Background: an optimization exercise with open tools, aiming at small area and a short achievable clock period. Do not read the settings as production practice.
At most, simulation tests tie the RTL to the original design; equivalence was not proved.
No functional check of the RTL was part of run 1.

==> flow/design.v (outline; a module is shown in full before it is edited, if it fits) <==
// module grad_top: 3264 lines
module grad_top (
    input  wire logic        clk,
    input  wire logic        rst,
    input  wire logic        in_valid,
    input  wire logic        sof,
    input  wire logic [7:0]  pixel,
    output logic             out_valid,
    output logic [32:0]      grad
);
  // ...
==> flow/flow/run.sh <==
#!/bin/bash
# The standard layout, with the port buffers made from buf_2 cells instead of the
# resizer's default pick (a delay cell), and clkbuf_8 cells at the clock tree's leaves.
set -euo pipefail
export BUFFER_PORTS_ARGS="-buffer_cell sky130_fd_sc_hd__buf_2"
export CTS_ARGS="-sink_clustering_enable -repair_clock_nets -sink_clustering_size 16 -sink_clustering_max_diameter 80 -buf_list {sky130_fd_sc_hd__clkbuf_8 sky130_fd_sc_hd__clkbuf_16} -root_buf sky130_fd_sc_hd__clkbuf_16 -sink_clustering_buffer sky130_fd_sc_hd__clkbuf_8"
bash standard.sh > standard.log 2>&1
==> flow/standard.sh <==
#!/bin/bash
# synth_recipe.tcl (not shown) runs the flow's synth.tcl, then flattens the netlist and writes it again
# the make line also repeats each setting of config.mk as NAME=value (left out here)
make -C /OpenROAD-flow-scripts/flow DESIGN_CONFIG=/design/flow/config.mk WORK_HOME=/design/flow/orfs CLKGATE_MAP_FILE= SYNTH_SCRIPT=/design/flow/synth_recipe.tcl "${@:-finish}"
==> flow/config.mk <==
export PLATFORM = sky130hd
export DESIGN_NAME = grad_top
export DESIGN_NICKNAME = grad_top
export VERILOG_FILES = /design/flow/design.v
export SDC_FILE = /design/flow/constraint.sdc
export NUM_CORES = 4
export LEC_CHECK = 0
export CAP_MARGIN = 20
export CORE_MARGIN = 2
export CORE_UTILIZATION = 75
export CTS_CLUSTER_DIAMETER = 80
export CTS_CLUSTER_SIZE = 25
export SLEW_MARGIN = 20
==> flow/constraint.sdc <==
create_clock -name core_clock -period 26.0 [get_ports {clk}]
set_input_delay 5.2000 -clock core_clock [delete_from_list [all_inputs] [get_ports {clk}]]
set_output_delay 5.2000 -clock core_clock [all_outputs]
set_load 0.01 [all_outputs]
==> results.txt, run 1 <==
- Number of flops mapped to enable cells by yosys: 264
- FF-to-FF path depth: 25
- Post-synthesis sequential area ratio: 0.5740
- Biggest regs: sr: 264 flops, grad: 33 flops
- Commonest non-fill, non-tap cells in the layout: dfxtp_1, inv_1, edfxtp_1
- Status: finished clean
- Hold Vio Cnt, Final: 0
- WP buf/inv: 5
- Width of the die: 203.2 µm
- Final setup violating endpoints: 0
- Top class by area: registers
- CP delay by family, top: adder cells
- Setup crit end: p9_drem[7]
- Worst Tran Pin Value: 1.027 ns
- Cts hold-fix bufs: 0
- Routability congestion estimate: 0.8871
- Met1 usage: 0.2984
- Gr ovfl total: 0
- Crit-path slowest cell: nand2b_1
- Synth area leaders: dfxtp_1, edfxtp_1, fa_1
- Crit path depth: 25
- Post-Place Cells: 2841
- Leading area contributor after synthesis: dfxtp_1
- Worst path max stage delay: 0.50 ns
- Clock Sinks: 721
- Fill count: 2236
- Finished Layout Cells: 2918
- Seq/total area: 0.5428
- Simple-Gate Fraction of Synth Area: 0.06603
- GRT Util Overall: 0.2444
- Initial antenna violation count: 0
- CP startpoint: p8_ndsr[1]
- Worst relative slew slack: 0.3155
- Clock buf count: 52
==> run 2, diff against run 1 <==
--- a/flow/design.v
+++ b/flow/design.v
@@ -129,37 +129,37 @@
     assign dq1_G2_m = dq1_g[2] | (dq1_p[2] & dq1_G1_m);
     assign dq1_P2_m = dq1_p[2] & dq1_P1_m;
     logic dq1_G3_m, dq1_P3_m;
     assign dq1_G3_m = dq1_g[3] | (dq1_p[3] & dq1_G2_m);
     assign dq1_P3_m = dq1_p[3] & dq1_P2_m;
     logic dq1_G4_m, dq1_P4_m;
     assign dq1_G4_m = dq1_g[4] | (dq1_p[4] & dq1_G3_m);
     assign dq1_P4_m = dq1_p[4] & dq1_P3_m;
+    logic dq1_G5_4, dq1_P5_4;
+    assign dq1_G5_4 = dq1_g[5] | (dq1_p[5] & dq1_g[4]);
+    assign dq1_P5_4 = dq1_p[5] & dq1_p[4];
     logic dq1_G5_m, dq1_P5_m;
-    assign dq1_G5_m = dq1_g[5] | (dq1_p[5] & dq1_G4_m);
-    assign dq1_P5_m = dq1_p[5] & dq1_P4_m;
-    logic dq1_G6_5, dq1_P6_5;
-    assign dq1_G6_5 = dq1_g[6] | (dq1_p[6] & dq1_g[5]);
-    assign dq1_P6_5 = dq1_p[6] & dq1_p[5];
+    assign dq1_G5_m = dq1_G5_4 | (dq1_P5_4 & dq1_G3_m);
+    assign dq1_P5_m = dq1_P5_4 & dq1_P3_m;
+    logic dq1_G6_4, dq1_P6_4;
+    assign dq1_G6_4 = dq1_g[6] | (dq1_p[6] & dq1_G5_4);
+    assign dq1_P6_4 = dq1_p[6] & dq1_P5_4;
     logic dq1_G6_m, dq1_P6_m;
-    assign dq1_G6_m = dq1_G6_5 | (dq1_P6_5 & dq1_G4_m);
-    assign dq1_P6_m = dq1_P6_5 & dq1_P4_m;
-    logic dq1_G7_5, dq1_P7_5;
-    assign dq1_G7_5 = dq1_g[7] | (dq1_p[7] & dq1_G6_5);
-    assign dq1_P7_5 = dq1_p[7] & dq1_P6_5;
+    assign dq1_G6_m = dq1_G6_4 | (dq1_P6_4 & dq1_G3_m);
+    assign dq1_P6_m = dq1_P6_4 & dq1_P3_m;
+    logic dq1_G7_4, dq1_P7_4;
+    assign dq1_G7_4 = dq1_g[7] | (dq1_p[7] & dq1_G6_4);
+    assign dq1_P7_4 = dq1_p[7] & dq1_P6_4;
     logic dq1_G7_m, dq1_P7_m;
-    assign dq1_G7_m = dq1_G7_5 | (dq1_P7_5 & dq1_G4_m);
-    assign dq1_P7_m = dq1_P7_5 & dq1_P4_m;
-    logic dq1_G8_5, dq1_P8_5;
-    assign dq1_G8_5 = dq1_g[8] | (dq1_p[8] & dq1_G7_5);
-    assign dq1_P8_5 = dq1_p[8] & dq1_P7_5;
+    assign dq1_G7_m = dq1_G7_4 | (dq1_P7_4 & dq1_G3_m);
+    assign dq1_P7_m = dq1_P7_4 & dq1_P3_m;
     logic dq1_G8_m, dq1_P8_m;
-    assign dq1_G8_m = dq1_G8_5 | (dq1_P8_5 & dq1_G4_m);
-    assign dq1_P8_m = dq1_P8_5 & dq1_P4_m;
+    assign dq1_G8_m = dq1_g[8] | (dq1_p[8] & dq1_G7_m);
+    assign dq1_P8_m = dq1_p[8] & dq1_P7_m;
     assign dq1_cy[0] = 1'b1;
     assign dq1_cy[1] = dq1_G0_m;
     assign dq1_cy[2] = dq1_G1_m;
     assign dq1_cy[3] = dq1_G2_m;
     assign dq1_cy[4] = dq1_G3_m;
     assign dq1_cy[5] = dq1_G4_m;
     assign dq1_cy[6] = dq1_G5_m;
     assign dq1_cy[7] = dq1_G6_m;
@@ -306,37 +306,37 @@
     assign dq3_G2_m = dq3_g[2] | (dq3_p[2] & dq3_G1_m);
     assign dq3_P2_m = dq3_p[2] & dq3_P1_m;
     logic dq3_G3_m, dq3_P3_m;
     assign dq3_G3_m = dq3_g[3] | (dq3_p[3] & dq3_G2_m);
     assign dq3_P3_m = dq3_p[3] & dq3_P2_m;
     logic dq3_G4_m, dq3_P4_m;
     assign dq3_G4_m = dq3_g[4] | (dq3_p[4] & dq3_G3_m);
     assign dq3_P4_m = dq3_p[4] & dq3_P3_m;
+    logic dq3_G5_4, dq3_P5_4;
+    assign dq3_G5_4 = dq3_g[5] | (dq3_p[5] & dq3_g[4]);
+    assign dq3_P5_4 = dq3_p[5] & dq3_p[4];
     logic dq3_G5_m, dq3_P5_m;
-    assign dq3_G5_m = dq3_g[5] | (dq3_p[5] & dq3_G4_m);
-    assign dq3_P5_m = dq3_p[5] & dq3_P4_m;
-    logic dq3_G6_5, dq3_P6_5;
-    assign dq3_G6_5 = dq3_g[6] | (dq3_p[6] & dq3_g[5]);
-    assign dq3_P6_5 = dq3_p[6] & dq3_p[5];
+    assign dq3_G5_m = dq3_G5_4 | (dq3_P5_4 & dq3_G3_m);
+    assign dq3_P5_m = dq3_P5_4 & dq3_P3_m;
+    logic dq3_G6_4, dq3_P6_4;
+    assign dq3_G6_4 = dq3_g[6] | (dq3_p[6] & dq3_G5_4);
+    assign dq3_P6_4 = dq3_p[6] & dq3_P5_4;
     logic dq3_G6_m, dq3_P6_m;
-    assign dq3_G6_m = dq3_G6_5 | (dq3_P6_5 & dq3_G4_m);
-    assign dq3_P6_m = dq3_P6_5 & dq3_P4_m;
-    logic dq3_G7_5, dq3_P7_5;
-    assign dq3_G7_5 = dq3_g[7] | (dq3_p[7] & dq3_G6_5);
-    assign dq3_P7_5 = dq3_p[7] & dq3_P6_5;
+    assign dq3_G6_m = dq3_G6_4 | (dq3_P6_4 & dq3_G3_m);
+    assign dq3_P6_m = dq3_P6_4 & dq3_P3_m;
+    logic dq3_G7_4, dq3_P7_4;
+    assign dq3_G7_4 = dq3_g[7] | (dq3_p[7] & dq3_G6_4);
+    assign dq3_P7_4 = dq3_p[7] & dq3_P6_4;
     logic dq3_G7_m, dq3_P7_m;
-    assign dq3_G7_m = dq3_G7_5 | (dq3_P7_5 & dq3_G4_m);
-    assign dq3_P7_m = dq3_P7_5 & dq3_P4_m;
-    logic dq3_G8_5, dq3_P8_5;
-    assign dq3_G8_5 = dq3_g[8] | (dq3_p[8] & dq3_G7_5);
-    assign dq3_P8_5 = dq3_p[8] & dq3_P7_5;
+    assign dq3_G7_m = dq3_G7_4 | (dq3_P7_4 & dq3_G3_m);
+    assign dq3_P7_m = dq3_P7_4 & dq3_P3_m;
     logic dq3_G8_m, dq3_P8_m;
-    assign dq3_G8_m = dq3_G8_5 | (dq3_P8_5 & dq3_G4_m);
-    assign dq3_P8_m = dq3_P8_5 & dq3_P4_m;
+    assign dq3_G8_m = dq3_g[8] | (dq3_p[8] & dq3_G7_m);
+    assign dq3_P8_m = dq3_p[8] & dq3_P7_m;
     assign dq3_cy[0] = 1'b1;
     assign dq3_cy[1] = dq3_G0_m;
     assign dq3_cy[2] = dq3_G1_m;
     assign dq3_cy[3] = dq3_G2_m;
     assign dq3_cy[4] = dq3_G3_m;
     assign dq3_cy[5] = dq3_G4_m;
     assign dq3_cy[6] = dq3_G5_m;
     assign dq3_cy[7] = dq3_G6_m;
@@ -857,37 +857,37 @@
     assign dq5_G2_m = dq5_g[2] | (dq5_p[2] & dq5_G1_m);
     assign dq5_P2_m = dq5_p[2] & dq5_P1_m;
     logic dq5_G3_m, dq5_P3_m;
     assign dq5_G3_m = dq5_g[3] | (dq5_p[3] & dq5_G2_m);
     assign dq5_P3_m = dq5_p[3] & dq5_P2_m;
     logic dq5_G4_m, dq5_P4_m;
     assign dq5_G4_m = dq5_g[4] | (dq5_p[4] & dq5_G3_m);
     assign dq5_P4_m = dq5_p[4] & dq5_P3_m;
+    logic dq5_G5_4, dq5_P5_4;
+    assign dq5_G5_4 = dq5_g[5] | (dq5_p[5] & dq5_g[4]);
+    assign dq5_P5_4 = dq5_p[5] & dq5_p[4];
     logic dq5_G5_m, dq5_P5_m;
-    assign dq5_G5_m = dq5_g[5] | (dq5_p[5] & dq5_G4_m);
-    assign dq5_P5_m = dq5_p[5] & dq5_P4_m;
-    logic dq5_G6_5, dq5_P6_5;
-    assign dq5_G6_5 = dq5_g[6] | (dq5_p[6] & dq5_g[5]);
-    assign dq5_P6_5 = dq5_p[6] & dq5_p[5];
+    assign dq5_G5_m = dq5_G5_4 | (dq5_P5_4 & dq5_G3_m);
+    assign dq5_P5_m = dq5_P5_4 & dq5_P3_m;
+    logic dq5_G6_4, dq5_P6_4;
+    assign dq5_G6_4 = dq5_g[6] | (dq5_p[6] & dq5_G5_4);
+    assign dq5_P6_4 = dq5_p[6] & dq5_P5_4;
     logic dq5_G6_m, dq5_P6_m;
-    assign dq5_G6_m = dq5_G6_5 | (dq5_P6_5 & dq5_G4_m);
-    assign dq5_P6_m = dq5_P6_5 & dq5_P4_m;
-    logic dq5_G7_5, dq5_P7_5;
-    assign dq5_G7_5 = dq5_g[7] | (dq5_p[7] & dq5_G6_5);
-    assign dq5_P7_5 = dq5_p[7] & dq5_P6_5;
+    assign dq5_G6_m = dq5_G6_4 | (dq5_P6_4 & dq5_G3_m);
+    assign dq5_P6_m = dq5_P6_4 & dq5_P3_m;
+    logic dq5_G7_4, dq5_P7_4;
+    assign dq5_G7_4 = dq5_g[7] | (dq5_p[7] & dq5_G6_4);
+    assign dq5_P7_4 = dq5_p[7] & dq5_P6_4;
     logic dq5_G7_m, dq5_P7_m;
-    assign dq5_G7_m = dq5_G7_5 | (dq5_P7_5 & dq5_G4_m);
-    assign dq5_P7_m = dq5_P7_5 & dq5_P4_m;
-    logic dq5_G8_5, dq5_P8_5;
-    assign dq5_G8_5 = dq5_g[8] | (dq5_p[8] & dq5_G7_5);
-    assign dq5_P8_5 = dq5_p[8] & dq5_P7_5;
+    assign dq5_G7_m = dq5_G7_4 | (dq5_P7_4 & dq5_G3_m);
+    assign dq5_P7_m = dq5_P7_4 & dq5_P3_m;
     logic dq5_G8_m, dq5_P8_m;
-    assign dq5_G8_m = dq5_G8_5 | (dq5_P8_5 & dq5_G4_m);
-    assign dq5_P8_m = dq5_P8_5 & dq5_P4_m;
+    assign dq5_G8_m = dq5_g[8] | (dq5_p[8] & dq5_G7_m);
+    assign dq5_P8_m = dq5_p[8] & dq5_P7_m;
     assign dq5_cy[0] = 1'b1;
     assign dq5_cy[1] = dq5_G0_m;
     assign dq5_cy[2] = dq5_G1_m;
     assign dq5_cy[3] = dq5_G2_m;
     assign dq5_cy[4] = dq5_G3_m;
     assign dq5_cy[5] = dq5_G4_m;
     assign dq5_cy[6] = dq5_G5_m;
     assign dq5_cy[7] = dq5_G6_m;
@@ -1032,37 +1032,37 @@
     assign dq7_G2_m = dq7_g[2] | (dq7_p[2] & dq7_G1_m);
     assign dq7_P2_m = dq7_p[2] & dq7_P1_m;
     logic dq7_G3_m, dq7_P3_m;
     assign dq7_G3_m = dq7_g[3] | (dq7_p[3] & dq7_G2_m);
     assign dq7_P3_m = dq7_p[3] & dq7_P2_m;
     logic dq7_G4_m, dq7_P4_m;
     assign dq7_G4_m = dq7_g[4] | (dq7_p[4] & dq7_G3_m);
     assign dq7_P4_m = dq7_p[4] & dq7_P3_m;
+    logic dq7_G5_4, dq7_P5_4;
+    assign dq7_G5_4 = dq7_g[5] | (dq7_p[5] & dq7_g[4]);
+    assign dq7_P5_4 = dq7_p[5] & dq7_p[4];
     logic dq7_G5_m, dq7_P5_m;
-    assign dq7_G5_m = dq7_g[5] | (dq7_p[5] & dq7_G4_m);
-    assign dq7_P5_m = dq7_p[5] & dq7_P4_m;
-    logic dq7_G6_5, dq7_P6_5;
-    assign dq7_G6_5 = dq7_g[6] | (dq7_p[6] & dq7_g[5]);
-    assign dq7_P6_5 = dq7_p[6] & dq7_p[5];
+    assign dq7_G5_m = dq7_G5_4 | (dq7_P5_4 & dq7_G3_m);
+    assign dq7_P5_m = dq7_P5_4 & dq7_P3_m;
+    logic dq7_G6_4, dq7_P6_4;
+    assign dq7_G6_4 = dq7_g[6] | (dq7_p[6] & dq7_G5_4);
+    assign dq7_P6_4 = dq7_p[6] & dq7_P5_4;
     logic dq7_G6_m, dq7_P6_m;
-    assign dq7_G6_m = dq7_G6_5 | (dq7_P6_5 & dq7_G4_m);
-    assign dq7_P6_m = dq7_P6_5 & dq7_P4_m;
-    logic dq7_G7_5, dq7_P7_5;
-    assign dq7_G7_5 = dq7_g[7] | (dq7_p[7] & dq7_G6_5);
-    assign dq7_P7_5 = dq7_p[7] & dq7_P6_5;
+    assign dq7_G6_m = dq7_G6_4 | (dq7_P6_4 & dq7_G3_m);
+    assign dq7_P6_m = dq7_P6_4 & dq7_P3_m;
+    logic dq7_G7_4, dq7_P7_4;
+    assign dq7_G7_4 = dq7_g[7] | (dq7_p[7] & dq7_G6_4);
+    assign dq7_P7_4 = dq7_p[7] & dq7_P6_4;
     logic dq7_G7_m, dq7_P7_m;
-    assign dq7_G7_m = dq7_G7_5 | (dq7_P7_5 & dq7_G4_m);
-    assign dq7_P7_m = dq7_P7_5 & dq7_P4_m;
-    logic dq7_G8_5, dq7_P8_5;
-    assign dq7_G8_5 = dq7_g[8] | (dq7_p[8] & dq7_G7_5);
-    assign dq7_P8_5 = dq7_p[8] & dq7_P7_5;
+    assign dq7_G7_m = dq7_G7_4 | (dq7_P7_4 & dq7_G3_m);
+    assign dq7_P7_m = dq7_P7_4 & dq7_P3_m;
     logic dq7_G8_m, dq7_P8_m;
-    assign dq7_G8_m = dq7_G8_5 | (dq7_P8_5 & dq7_G4_m);
-    assign dq7_P8_m = dq7_P8_5 & dq7_P4_m;
+    assign dq7_G8_m = dq7_g[8] | (dq7_p[8] & dq7_G7_m);
+    assign dq7_P8_m = dq7_p[8] & dq7_P7_m;
     assign dq7_cy[0] = 1'b1;
     assign dq7_cy[1] = dq7_G0_m;
     assign dq7_cy[2] = dq7_G1_m;
     assign dq7_cy[3] = dq7_G2_m;
     assign dq7_cy[4] = dq7_G3_m;
     assign dq7_cy[5] = dq7_G4_m;
     assign dq7_cy[6] = dq7_G5_m;
     assign dq7_cy[7] = dq7_G6_m;
@@ -1403,37 +1403,37 @@
     assign dq9_G2_m = dq9_g[2] | (dq9_p[2] & dq9_G1_m);
     assign dq9_P2_m = dq9_p[2] & dq9_P1_m;
     logic dq9_G3_m, dq9_P3_m;
     assign dq9_G3_m = dq9_g[3] | (dq9_p[3] & dq9_G2_m);
     assign dq9_P3_m = dq9_p[3] & dq9_P2_m;
     logic dq9_G4_m, dq9_P4_m;
     assign dq9_G4_m = dq9_g[4] | (dq9_p[4] & dq9_G3_m);
     assign dq9_P4_m = dq9_p[4] & dq9_P3_m;
+    logic dq9_G5_4, dq9_P5_4;
+    assign dq9_G5_4 = dq9_g[5] | (dq9_p[5] & dq9_g[4]);
+    assign dq9_P5_4 = dq9_p[5] & dq9_p[4];
     logic dq9_G5_m, dq9_P5_m;
-    assign dq9_G5_m = dq9_g[5] | (dq9_p[5] & dq9_G4_m);
-    assign dq9_P5_m = dq9_p[5] & dq9_P4_m;
-    logic dq9_G6_5, dq9_P6_5;
-    assign dq9_G6_5 = dq9_g[6] | (dq9_p[6] & dq9_g[5]);
-    assign dq9_P6_5 = dq9_p[6] & dq9_p[5];
+    assign dq9_G5_m = dq9_G5_4 | (dq9_P5_4 & dq9_G3_m);
+    assign dq9_P5_m = dq9_P5_4 & dq9_P3_m;
+    logic dq9_G6_4, dq9_P6_4;
+    assign dq9_G6_4 = dq9_g[6] | (dq9_p[6] & dq9_G5_4);
+    assign dq9_P6_4 = dq9_p[6] & dq9_P5_4;
     logic dq9_G6_m, dq9_P6_m;
-    assign dq9_G6_m = dq9_G6_5 | (dq9_P6_5 & dq9_G4_m);
-    assign dq9_P6_m = dq9_P6_5 & dq9_P4_m;
-    logic dq9_G7_5, dq9_P7_5;
-    assign dq9_G7_5 = dq9_g[7] | (dq9_p[7] & dq9_G6_5);
-    assign dq9_P7_5 = dq9_p[7] & dq9_P6_5;
+    assign dq9_G6_m = dq9_G6_4 | (dq9_P6_4 & dq9_G3_m);
+    assign dq9_P6_m = dq9_P6_4 & dq9_P3_m;
+    logic dq9_G7_4, dq9_P7_4;
+    assign dq9_G7_4 = dq9_g[7] | (dq9_p[7] & dq9_G6_4);
+    assign dq9_P7_4 = dq9_p[7] & dq9_P6_4;
     logic dq9_G7_m, dq9_P7_m;
-    assign dq9_G7_m = dq9_G7_5 | (dq9_P7_5 & dq9_G4_m);
-    assign dq9_P7_m = dq9_P7_5 & dq9_P4_m;
-    logic dq9_G8_5, dq9_P8_5;
-    assign dq9_G8_5 = dq9_g[8] | (dq9_p[8] & dq9_G7_5);
-    assign dq9_P8_5 = dq9_p[8] & dq9_P7_5;
+    assign dq9_G7_m = dq9_G7_4 | (dq9_P7_4 & dq9_G3_m);
+    assign dq9_P7_m = dq9_P7_4 & dq9_P3_m;
     logic dq9_G8_m, dq9_P8_m;
-    assign dq9_G8_m = dq9_G8_5 | (dq9_P8_5 & dq9_G4_m);
-    assign dq9_P8_m = dq9_P8_5 & dq9_P4_m;
+    assign dq9_G8_m = dq9_g[8] | (dq9_p[8] & dq9_G7_m);
+    assign dq9_P8_m = dq9_p[8] & dq9_P7_m;
     assign dq9_cy[0] = 1'b1;
     assign dq9_cy[1] = dq9_G0_m;
     assign dq9_cy[2] = dq9_G1_m;
     assign dq9_cy[3] = dq9_G2_m;
     assign dq9_cy[4] = dq9_G3_m;
     assign dq9_cy[5] = dq9_G4_m;
     assign dq9_cy[6] = dq9_G5_m;
     assign dq9_cy[7] = dq9_G6_m;
@@ -1741,37 +1741,37 @@
     assign dq11_G2_m = dq11_g[2] | (dq11_p[2] & dq11_G1_m);
     assign dq11_P2_m = dq11_p[2] & dq11_P1_m;
     logic dq11_G3_m, dq11_P3_m;
     assign dq11_G3_m = dq11_g[3] | (dq11_p[3] & dq11_G2_m);
     assign dq11_P3_m = dq11_p[3] & dq11_P2_m;
     logic dq11_G4_m, dq11_P4_m;
     assign dq11_G4_m = dq11_g[4] | (dq11_p[4] & dq11_G3_m);
     assign dq11_P4_m = dq11_p[4] & dq11_P3_m;
+    logic dq11_G5_4, dq11_P5_4;
+    assign dq11_G5_4 = dq11_g[5] | (dq11_p[5] & dq11_g[4]);
+    assign dq11_P5_4 = dq11_p[5] & dq11_p[4];
     logic dq11_G5_m, dq11_P5_m;
-    assign dq11_G5_m = dq11_g[5] | (dq11_p[5] & dq11_G4_m);
-    assign dq11_P5_m = dq11_p[5] & dq11_P4_m;
-    logic dq11_G6_5, dq11_P6_5;
-    assign dq11_G6_5 = dq11_g[6] | (dq11_p[6] & dq11_g[5]);
-    assign dq11_P6_5 = dq11_p[6] & dq11_p[5];
+    assign dq11_G5_m = dq11_G5_4 | (dq11_P5_4 & dq11_G3_m);
+    assign dq11_P5_m = dq11_P5_4 & dq11_P3_m;
+    logic dq11_G6_4, dq11_P6_4;
+    assign dq11_G6_4 = dq11_g[6] | (dq11_p[6] & dq11_G5_4);
+    assign dq11_P6_4 = dq11_p[6] & dq11_P5_4;
     logic dq11_G6_m, dq11_P6_m;
-    assign dq11_G6_m = dq11_G6_5 | (dq11_P6_5 & dq11_G4_m);
-    assign dq11_P6_m = dq11_P6_5 & dq11_P4_m;
-    logic dq11_G7_5, dq11_P7_5;
-    assign dq11_G7_5 = dq11_g[7] | (dq11_p[7] & dq11_G6_5);
-    assign dq11_P7_5 = dq11_p[7] & dq11_P6_5;
+    assign dq11_G6_m = dq11_G6_4 | (dq11_P6_4 & dq11_G3_m);
+    assign dq11_P6_m = dq11_P6_4 & dq11_P3_m;
+    logic dq11_G7_4, dq11_P7_4;
+    assign dq11_G7_4 = dq11_g[7] | (dq11_p[7] & dq11_G6_4);
+    assign dq11_P7_4 = dq11_p[7] & dq11_P6_4;
     logic dq11_G7_m, dq11_P7_m;
-    assign dq11_G7_m = dq11_G7_5 | (dq11_P7_5 & dq11_G4_m);
-    assign dq11_P7_m = dq11_P7_5 & dq11_P4_m;
-    logic dq11_G8_5, dq11_P8_5;
-    assign dq11_G8_5 = dq11_g[8] | (dq11_p[8] & dq11_G7_5);
-    assign dq11_P8_5 = dq11_p[8] & dq11_P7_5;
+    assign dq11_G7_m = dq11_G7_4 | (dq11_P7_4 & dq11_G3_m);
+    assign dq11_P7_m = dq11_P7_4 & dq11_P3_m;
     logic dq11_G8_m, dq11_P8_m;
-    assign dq11_G8_m = dq11_G8_5 | (dq11_P8_5 & dq11_G4_m);
-    assign dq11_P8_m = dq11_P8_5 & dq11_P4_m;
+    assign dq11_G8_m = dq11_g[8] | (dq11_p[8] & dq11_G7_m);
+    assign dq11_P8_m = dq11_p[8] & dq11_P7_m;
     assign dq11_cy[0] = 1'b1;
     assign dq11_cy[1] = dq11_G0_m;
     assign dq11_cy[2] = dq11_G1_m;
     assign dq11_cy[3] = dq11_G2_m;
     assign dq11_cy[4] = dq11_G3_m;
     assign dq11_cy[5] = dq11_G4_m;
     assign dq11_cy[6] = dq11_G5_m;
     assign dq11_cy[7] = dq11_G6_m;
@@ -2113,37 +2113,37 @@
     assign dq13_G2_m = dq13_g[2] | (dq13_p[2] & dq13_G1_m);
     assign dq13_P2_m = dq13_p[2] & dq13_P1_m;
     logic dq13_G3_m, dq13_P3_m;
     assign dq13_G3_m = dq13_g[3] | (dq13_p[3] & dq13_G2_m);
     assign dq13_P3_m = dq13_p[3] & dq13_P2_m;
     logic dq13_G4_m, dq13_P4_m;
     assign dq13_G4_m = dq13_g[4] | (dq13_p[4] & dq13_G3_m);
     assign dq13_P4_m = dq13_p[4] & dq13_P3_m;
+    logic dq13_G5_4, dq13_P5_4;
+    assign dq13_G5_4 = dq13_g[5] | (dq13_p[5] & dq13_g[4]);
+    assign dq13_P5_4 = dq13_p[5] & dq13_p[4];
     logic dq13_G5_m, dq13_P5_m;
-    assign dq13_G5_m = dq13_g[5] | (dq13_p[5] & dq13_G4_m);
-    assign dq13_P5_m = dq13_p[5] & dq13_P4_m;
-    logic dq13_G6_5, dq13_P6_5;
-    assign dq13_G6_5 = dq13_g[6] | (dq13_p[6] & dq13_g[5]);
-    assign dq13_P6_5 = dq13_p[6] & dq13_p[5];
+    assign dq13_G5_m = dq13_G5_4 | (dq13_P5_4 & dq13_G3_m);
+    assign dq13_P5_m = dq13_P5_4 & dq13_P3_m;
+    logic dq13_G6_4, dq13_P6_4;
+    assign dq13_G6_4 = dq13_g[6] | (dq13_p[6] & dq13_G5_4);
+    assign dq13_P6_4 = dq13_p[6] & dq13_P5_4;
     logic dq13_G6_m, dq13_P6_m;
-    assign dq13_G6_m = dq13_G6_5 | (dq13_P6_5 & dq13_G4_m);
-    assign dq13_P6_m = dq13_P6_5 & dq13_P4_m;
-    logic dq13_G7_5, dq13_P7_5;
-    assign dq13_G7_5 = dq13_g[7] | (dq13_p[7] & dq13_G6_5);
-    assign dq13_P7_5 = dq13_p[7] & dq13_P6_5;
+    assign dq13_G6_m = dq13_G6_4 | (dq13_P6_4 & dq13_G3_m);
+    assign dq13_P6_m = dq13_P6_4 & dq13_P3_m;
+    logic dq13_G7_4, dq13_P7_4;
+    assign dq13_G7_4 = dq13_g[7] | (dq13_p[7] & dq13_G6_4);
+    assign dq13_P7_4 = dq13_p[7] & dq13_P6_4;
     logic dq13_G7_m, dq13_P7_m;
-    assign dq13_G7_m = dq13_G7_5 | (dq13_P7_5 & dq13_G4_m);
-    assign dq13_P7_m = dq13_P7_5 & dq13_P4_m;
-    logic dq13_G8_5, dq13_P8_5;
-    assign dq13_G8_5 = dq13_g[8] | (dq13_p[8] & dq13_G7_5);
-    assign dq13_P8_5 = dq13_p[8] & dq13_P7_5;
+    assign dq13_G7_m = dq13_G7_4 | (dq13_P7_4 & dq13_G3_m);
+    assign dq13_P7_m = dq13_P7_4 & dq13_P3_m;
     logic dq13_G8_m, dq13_P8_m;
-    assign dq13_G8_m = dq13_G8_5 | (dq13_P8_5 & dq13_G4_m);
-    assign dq13_P8_m = dq13_P8_5 & dq13_P4_m;
+    assign dq13_G8_m = dq13_g[8] | (dq13_p[8] & dq13_G7_m);
+    assign dq13_P8_m = dq13_p[8] & dq13_P7_m;
     assign dq13_cy[0] = 1'b1;
     assign dq13_cy[1] = dq13_G0_m;
     assign dq13_cy[2] = dq13_G1_m;
     assign dq13_cy[3] = dq13_G2_m;
     assign dq13_cy[4] = dq13_G3_m;
     assign dq13_cy[5] = dq13_G4_m;
     assign dq13_cy[6] = dq13_G5_m;
     assign dq13_cy[7] = dq13_G6_m;
@@ -2525,37 +2525,37 @@
     assign dq15_G2_m = dq15_g[2] | (dq15_p[2] & dq15_G1_m);
     assign dq15_P2_m = dq15_p[2] & dq15_P1_m;
     logic dq15_G3_m, dq15_P3_m;
     assign dq15_G3_m = dq15_g[3] | (dq15_p[3] & dq15_G2_m);
     assign dq15_P3_m = dq15_p[3] & dq15_P2_m;
     logic dq15_G4_m, dq15_P4_m;
     assign dq15_G4_m = dq15_g[4] | (dq15_p[4] & dq15_G3_m);
     assign dq15_P4_m = dq15_p[4] & dq15_P3_m;
+    logic dq15_G5_4, dq15_P5_4;
+    assign dq15_G5_4 = dq15_g[5] | (dq15_p[5] & dq15_g[4]);
+    assign dq15_P5_4 = dq15_p[5] & dq15_p[4];
     logic dq15_G5_m, dq15_P5_m;
-    assign dq15_G5_m = dq15_g[5] | (dq15_p[5] & dq15_G4_m);
-    assign dq15_P5_m = dq15_p[5] & dq15_P4_m;
-    logic dq15_G6_5, dq15_P6_5;
-    assign dq15_G6_5 = dq15_g[6] | (dq15_p[6] & dq15_g[5]);
-    assign dq15_P6_5 = dq15_p[6] & dq15_p[5];
+    assign dq15_G5_m = dq15_G5_4 | (dq15_P5_4 & dq15_G3_m);
+    assign dq15_P5_m = dq15_P5_4 & dq15_P3_m;
+    logic dq15_G6_4, dq15_P6_4;
+    assign dq15_G6_4 = dq15_g[6] | (dq15_p[6] & dq15_G5_4);
+    assign dq15_P6_4 = dq15_p[6] & dq15_P5_4;
     logic dq15_G6_m, dq15_P6_m;
-    assign dq15_G6_m = dq15_G6_5 | (dq15_P6_5 & dq15_G4_m);
-    assign dq15_P6_m = dq15_P6_5 & dq15_P4_m;
-    logic dq15_G7_5, dq15_P7_5;
-    assign dq15_G7_5 = dq15_g[7] | (dq15_p[7] & dq15_G6_5);
-    assign dq15_P7_5 = dq15_p[7] & dq15_P6_5;
+    assign dq15_G6_m = dq15_G6_4 | (dq15_P6_4 & dq15_G3_m);
+    assign dq15_P6_m = dq15_P6_4 & dq15_P3_m;
+    logic dq15_G7_4, dq15_P7_4;
+    assign dq15_G7_4 = dq15_g[7] | (dq15_p[7] & dq15_G6_4);
+    assign dq15_P7_4 = dq15_p[7] & dq15_P6_4;
     logic dq15_G7_m, dq15_P7_m;
-    assign dq15_G7_m = dq15_G7_5 | (dq15_P7_5 & dq15_G4_m);
-    assign dq15_P7_m = dq15_P7_5 & dq15_P4_m;
-    logic dq15_G8_5, dq15_P8_5;
-    assign dq15_G8_5 = dq15_g[8] | (dq15_p[8] & dq15_G7_5);
-    assign dq15_P8_5 = dq15_p[8] & dq15_P7_5;
+    assign dq15_G7_m = dq15_G7_4 | (dq15_P7_4 & dq15_G3_m);
+    assign dq15_P7_m = dq15_P7_4 & dq15_P3_m;
     logic dq15_G8_m, dq15_P8_m;
-    assign dq15_G8_m = dq15_G8_5 | (dq15_P8_5 & dq15_G4_m);
-    assign dq15_P8_m = dq15_P8_5 & dq15_P4_m;
+    assign dq15_G8_m = dq15_g[8] | (dq15_p[8] & dq15_G7_m);
+    assign dq15_P8_m = dq15_p[8] & dq15_P7_m;
     assign dq15_cy[0] = 1'b1;
     assign dq15_cy[1] = dq15_G0_m;
     assign dq15_cy[2] = dq15_G1_m;
     assign dq15_cy[3] = dq15_G2_m;
     assign dq15_cy[4] = dq15_G3_m;
     assign dq15_cy[5] = dq15_G4_m;
     assign dq15_cy[6] = dq15_G5_m;
     assign dq15_cy[7] = dq15_G6_m;
@@ -2971,37 +2971,37 @@
     assign dq17_G2_m = dq17_g[2] | (dq17_p[2] & dq17_G1_m);
     assign dq17_P2_m = dq17_p[2] & dq17_P1_m;
     logic dq17_G3_m, dq17_P3_m;
     assign dq17_G3_m = dq17_g[3] | (dq17_p[3] & dq17_G2_m);
     assign dq17_P3_m = dq17_p[3] & dq17_P2_m;
     logic dq17_G4_m, dq17_P4_m;
     assign dq17_G4_m = dq17_g[4] | (dq17_p[4] & dq17_G3_m);
     assign dq17_P4_m = dq17_p[4] & dq17_P3_m;
+    logic dq17_G5_4, dq17_P5_4;
+    assign dq17_G5_4 = dq17_g[5] | (dq17_p[5] & dq17_g[4]);
+    assign dq17_P5_4 = dq17_p[5] & dq17_p[4];
     logic dq17_G5_m, dq17_P5_m;
-    assign dq17_G5_m = dq17_g[5] | (dq17_p[5] & dq17_G4_m);
-    assign dq17_P5_m = dq17_p[5] & dq17_P4_m;
-    logic dq17_G6_5, dq17_P6_5;
-    assign dq17_G6_5 = dq17_g[6] | (dq17_p[6] & dq17_g[5]);
-    assign dq17_P6_5 = dq17_p[6] & dq17_p[5];
+    assign dq17_G5_m = dq17_G5_4 | (dq17_P5_4 & dq17_G3_m);
+    assign dq17_P5_m = dq17_P5_4 & dq17_P3_m;
+    logic dq17_G6_4, dq17_P6_4;
+    assign dq17_G6_4 = dq17_g[6] | (dq17_p[6] & dq17_G5_4);
+    assign dq17_P6_4 = dq17_p[6] & dq17_P5_4;
     logic dq17_G6_m, dq17_P6_m;
-    assign dq17_G6_m = dq17_G6_5 | (dq17_P6_5 & dq17_G4_m);
-    assign dq17_P6_m = dq17_P6_5 & dq17_P4_m;
-    logic dq17_G7_5, dq17_P7_5;
-    assign dq17_G7_5 = dq17_g[7] | (dq17_p[7] & dq17_G6_5);
-    assign dq17_P7_5 = dq17_p[7] & dq17_P6_5;
+    assign dq17_G6_m = dq17_G6_4 | (dq17_P6_4 & dq17_G3_m);
+    assign dq17_P6_m = dq17_P6_4 & dq17_P3_m;
+    logic dq17_G7_4, dq17_P7_4;
+    assign dq17_G7_4 = dq17_g[7] | (dq17_p[7] & dq17_G6_4);
+    assign dq17_P7_4 = dq17_p[7] & dq17_P6_4;
     logic dq17_G7_m, dq17_P7_m;
-    assign dq17_G7_m = dq17_G7_5 | (dq17_P7_5 & dq17_G4_m);
-    assign dq17_P7_m = dq17_P7_5 & dq17_P4_m;
-    logic dq17_G8_5, dq17_P8_5;
-    assign dq17_G8_5 = dq17_g[8] | (dq17_p[8] & dq17_G7_5);
-    assign dq17_P8_5 = dq17_p[8] & dq17_P7_5;
+    assign dq17_G7_m = dq17_G7_4 | (dq17_P7_4 & dq17_G3_m);
+    assign dq17_P7_m = dq17_P7_4 & dq17_P3_m;
     logic dq17_G8_m, dq17_P8_m;
-    assign dq17_G8_m = dq17_G8_5 | (dq17_P8_5 & dq17_G4_m);
-    assign dq17_P8_m = dq17_P8_5 & dq17_P4_m;
+    assign dq17_G8_m = dq17_g[8] | (dq17_p[8] & dq17_G7_m);
+    assign dq17_P8_m = dq17_p[8] & dq17_P7_m;
     assign dq17_cy[0] = 1'b1;
     assign dq17_cy[1] = dq17_G0_m;
     assign dq17_cy[2] = dq17_G1_m;
     assign dq17_cy[3] = dq17_G2_m;
     assign dq17_cy[4] = dq17_G3_m;
     assign dq17_cy[5] = dq17_G4_m;
     assign dq17_cy[6] = dq17_G5_m;
     assign dq17_cy[7] = dq17_G6_m;
==> run 2 against run 1 <==
  * Count of clock-buffer cells in the layout increased by 1
  * Wire length decreased by 2.5%
  * Setup slack improved by 0.27 ns
  * Core utilization decreased by 0.87 points
  * Die area increased by 0.45%
  * Critical endpoint is now out_valid
==> results.txt, run 2 <==
- Status: finished clean (unchanged)
- Final Cycle Share: 0.2386 (was 0.2491)
- N_diodes: 0 (unchanged)
- Tmin final: 6.204 ns (was 6.477 ns)
- Post-synthesis register bit count: 721 (unchanged)
- FF-to-FF path depth: 22 (was 25)
- Num CTS Buffers: 51 (unchanged)
- # IOs: 46 (unchanged)
- Max FFs per register: 264 (unchanged)
- Worst min path class: flop to flop (unchanged)
- Cts hold-fix bufs: 0 (unchanged)
- Final setup violating endpoints: 0 (unchanged)
- Post-synthesis mux area share: 0.03785 (was 0.03840)
- Initial Utilization: 0.7556 (was 0.7644)
- Async S/R FF share, synth: 0 (unchanged)
- Multi-input gate area: 11610 µm² (was 11420 µm²)
- WP buf/inv: 1 (was 5)
- Flop2flop setup slack: 19.91 ns (was 19.52 ns)
- Crit-path cells: buf_2
- Combinational family with the most area after synthesis: adder cells (unchanged)
- Crit. End Element: output pin (was flop)
- Routability congestion estimate: 0.8220 (was 0.8871)
- Synth Flop Type: dfxtp_1 (unchanged)
- Routed via count: 16330 (was 16270)
- Hold depth: 0 (unchanged)
- CP delay by family, top: flip-flops (was adder cells)
- # DRC: 0 (unchanged)
- Bufs on Longest Clock Path: 3 (unchanged)
- Port-buffer cells: 45 (unchanged)
- Worst Tran Pin Value: 0.9689 ns (was 1.027 ns)
- Number of nets in the layout: 2744 (was 2722)
- WL/cell: 15.98 µm (was 16.56 µm)
- DR vias/cell: 5.539 (was 5.576)
- CP Launch Type: flop (unchanged)
- Post-synth cell types: 79 (was 82)
- Setup CP Type: flop to output pin (was flop to flop)
- Syn Std Cell Area: 29880 µm² (was 29750 µm²)
- Register area: 17080 µm² (unchanged)
- Syn Area/Cell: 12.86 µm² (was 12.93 µm²)
- Share of layout cells above drive strength 1: 0.07057 (was 0.06625)
- First-pass GRT wire length: 78760 µm (was 80860 µm)
- Die H: 203.6 µm (was 203.2 µm)
- Peak Freq: 161.2 MHz (was 154.4 MHz)
- Clock Sinks: 721 (unchanged)
- Max Cap Violations: 0 (unchanged)
- Reg2reg end: p2_drem[7] (was p9_drem[7])
- H-tree Lvls: 2 (unchanged)
- Clock root cell: clkbuf_16 (unchanged)
- # resized after CTS: 0 (unchanged)
- Ys Warns: 2 (unchanged)
- Gr ovfl total: 0 (unchanged)
- Row count: 73 (was 72)
- Worst clock skew: 0.02707 ns (was 0.03575 ns)
- Hold EP: p5_dquo[8] (was p3_ah[6])
- Crit path DAT: 1.00 ns (was 6.94 ns)
- Biggest regs: sr: 264 flops, grad: 33 flops (unchanged)
- Core area: 39550 µm² (was 38920 µm²)
- Setup TNS: 0 ns (unchanged)
- Worst relative slew slack: 0.3541 (was 0.3155)
- Number of flops mapped to enable cells by yosys: 264 (unchanged)
- Skew-Pair Late Insertion Delay: 0.57 ns (was 0.59 ns)
- Setup Slack @ Placement: 19.90 ns (was 19.55 ns)
- Antenna-violating nets left: 0 (unchanged)
- Largest net degree at the start of global routing: 195 (was 83)
- RR Startpoint: p1_ndsr[0] (was p8_ndsr[1])
- Initial antenna violation count: 0 (unchanged)
- Crit-path slowest cell: dfxtp_1 (was nand2b_1)
- Number of global-route vias before repair: 16860 (was 17070)
- Hold Startpoint: p4_dquo[6] (was p2_ah[6])
- Simple-Gate Fraction of Synth Area: 0.06833 (was 0.06603)
- RSZ-0062 raised after global routing: false (unchanged)
- WHS: 0.3189 ns (was 0.3096 ns)
- Final HPWL DP: 34320 µm (was 35030 µm)
- Synth top area share: 0.3061 (was 0.3075)
- Worst path max stage delay: 0.31 ns (was 0.50 ns)
- WL final: 47100 µm (was 48310 µm)
- Post-Synth XOR/XNOR Area: 0.03663 (was 0.03268)
- TritonCTS clock tree: built (unchanged)
- Most common cell in the netlist: dfxtp_1 (unchanged)
- Synth cell count leaders: dfxtp_1, inv_1, edfxtp_1 (unchanged)
- Worst-path maximum fanout: 1 (was 14)
- Postcts setup bufs: 0 (unchanged)
- Die area: 41460 µm² (was 41270 µm²)
- Post-synthesis sequential area ratio: 0.5714 (was 0.5740)
- Hold Vio Cnt, Final: 0 (unchanged)
- Fill count: 2310 (was 2236)
- Post-Synth Adder-Cell Area: 0.1780 (was 0.1811)
- Commonest non-fill, non-tap cells in the layout: dfxtp_1, inv_1, edfxtp_1 (unchanged)
- CP Data Required Time: 20.80 ns (was 26.47 ns)
- Cells after synthesis: 2323 (was 2300)
- Synth area leaders: dfxtp_1, edfxtp_1, fa_1 (unchanged)
- Syn_nets: 2669 (was 2646)
- Initial DRC Count: 693 (was 915)
- Max-slew violations: 0 (unchanged)
- Post-synthesis compound-gate area fraction: 0.06716 (was 0.06544)
- Area Overhead vs Synth: 5.853% (was 5.783%)
- Width of the die: 203.6 µm (was 203.2 µm)
- Reg clk slew, reported paths: 0.10 ns (was 0.11 ns)
- Leading area contributor after synthesis: dfxtp_1 (unchanged)
- Most flops, register: sr (unchanged)
- Commonest non-fill, non-tap cell in the layout: dfxtp_1 (unchanged)
- Initial DRT Pass Iterations: 5 (unchanged)
- GRT Util Overall: 0.2358 (was 0.2444)
- Final setup margin: 19.80 ns (was 19.52 ns)
run 2: changes by cell type in the layout (fill, tap and decap cells not counted), sizes merged, moves of 9 or more:
cell | before | now
xnor2 | 76 | 92
inv | 326 | 308
ha | 173 | 182
fa | 161 | 152
a21oi | 101 | 116
o21ai | 69 | 52
nor2 | 106 | 131
nor4 | 3 | 12
run 2: cell type report:
| type | count | share of cell area |
|---|---|---|
| clock buffers | 53 | 0.02484 |
| clock inverters | 25 | 0.003520 |
| inverters | 285 | 0.03386 |
| multi-input cells | 1283 | 0.3670 |
| flip-flops and latches | 721 | 0.5399 |
| well taps | 525 | 0.02076 |
| repair buffers | 56 | 0.01013 |
run 2: metal layers:
layer / GRT usage / share of wire
met1: 0.2870 / 0.41
met2: 0.4311 / 0.53
met3: 0.02972 / 0.029
met4: 0.08655 / 0.026
met5: 0 / 0
run 2: how the worst max path moves through the flow:
| stage | start | end | cells past startpoint |
|---|---|---|---|
| 3_5_place_dp | p1_ndsr[0] | p2_drem[7] | 22 |
| 6_report | vld[9] | out_valid | 1 |
| 5_1_grt | p1_ndsr[0] | p2_drem[7] | 22 |
| 4_1_cts | vld[9] | out_valid | 1 |
| 3_3_place_gp | p1_ndsr[0] | p2_drem[7] | 22 |
| 2_1_floorplan | in_v | row[0] | 5 |
run 2: cells by family after synthesis:
family                     after synthesis
DFF                                    721
other                                    1
buffers and inverters                  319
AOI/OAI and AO/OA                      307
and+or+nand+nor                        406
adders and majority gates              334
xor gates and xnor gates               125
muxes                                  110
run 2: per-stage QoR:
| step | util | std cells | instance area (µm²) |
|---|---|---|---|
| CTS | 0.7998 | 2948 | 31630 |
| floorplan | - | 2323 | 29880 |
| global placement | 0.7771 | 2870 | 30730 |
| finish | 0.7999 | 2948 | 31630 |
| global route | 0.7999 | 2948 | 31630 |
| detailed placement | 0.7771 | 2870 | 30730 |

-- what the ideal ports hide --
The results above use ideal ports. As a check the final layouts listed here were re-extracted and re-timed, cells and wires unchanged. Step 1 sets driving cells, clkbuf_16 on the clock port and buf_2 on the other inputs (assumed; they add their load-dependent delay and slew). Step 2 moves the port delays by t, midway between the first and last clock arrival at a register: inputs arrive t later, outputs are due t later. That takes back most of the time a late clock gives input paths. Slacks: ideal / step 1 / step 2; pairs: ideal / step 1.
run	shift t [ns]	slack for setup (ns)	latest minus earliest clock arrival (ns)	worst register clock-pin slew, ns	worst slew at a driven data input, ns
run 1	0.632	19.523 / 19.523 / 19.523	0.036 / 0.036	0.11 / 0.11	0.04
run 2	0.617	19.796 / 19.739 / 19.908	0.029 / 0.029	0.11 / 0.11	0.04
After both steps setup and hold are still met in every run listed.
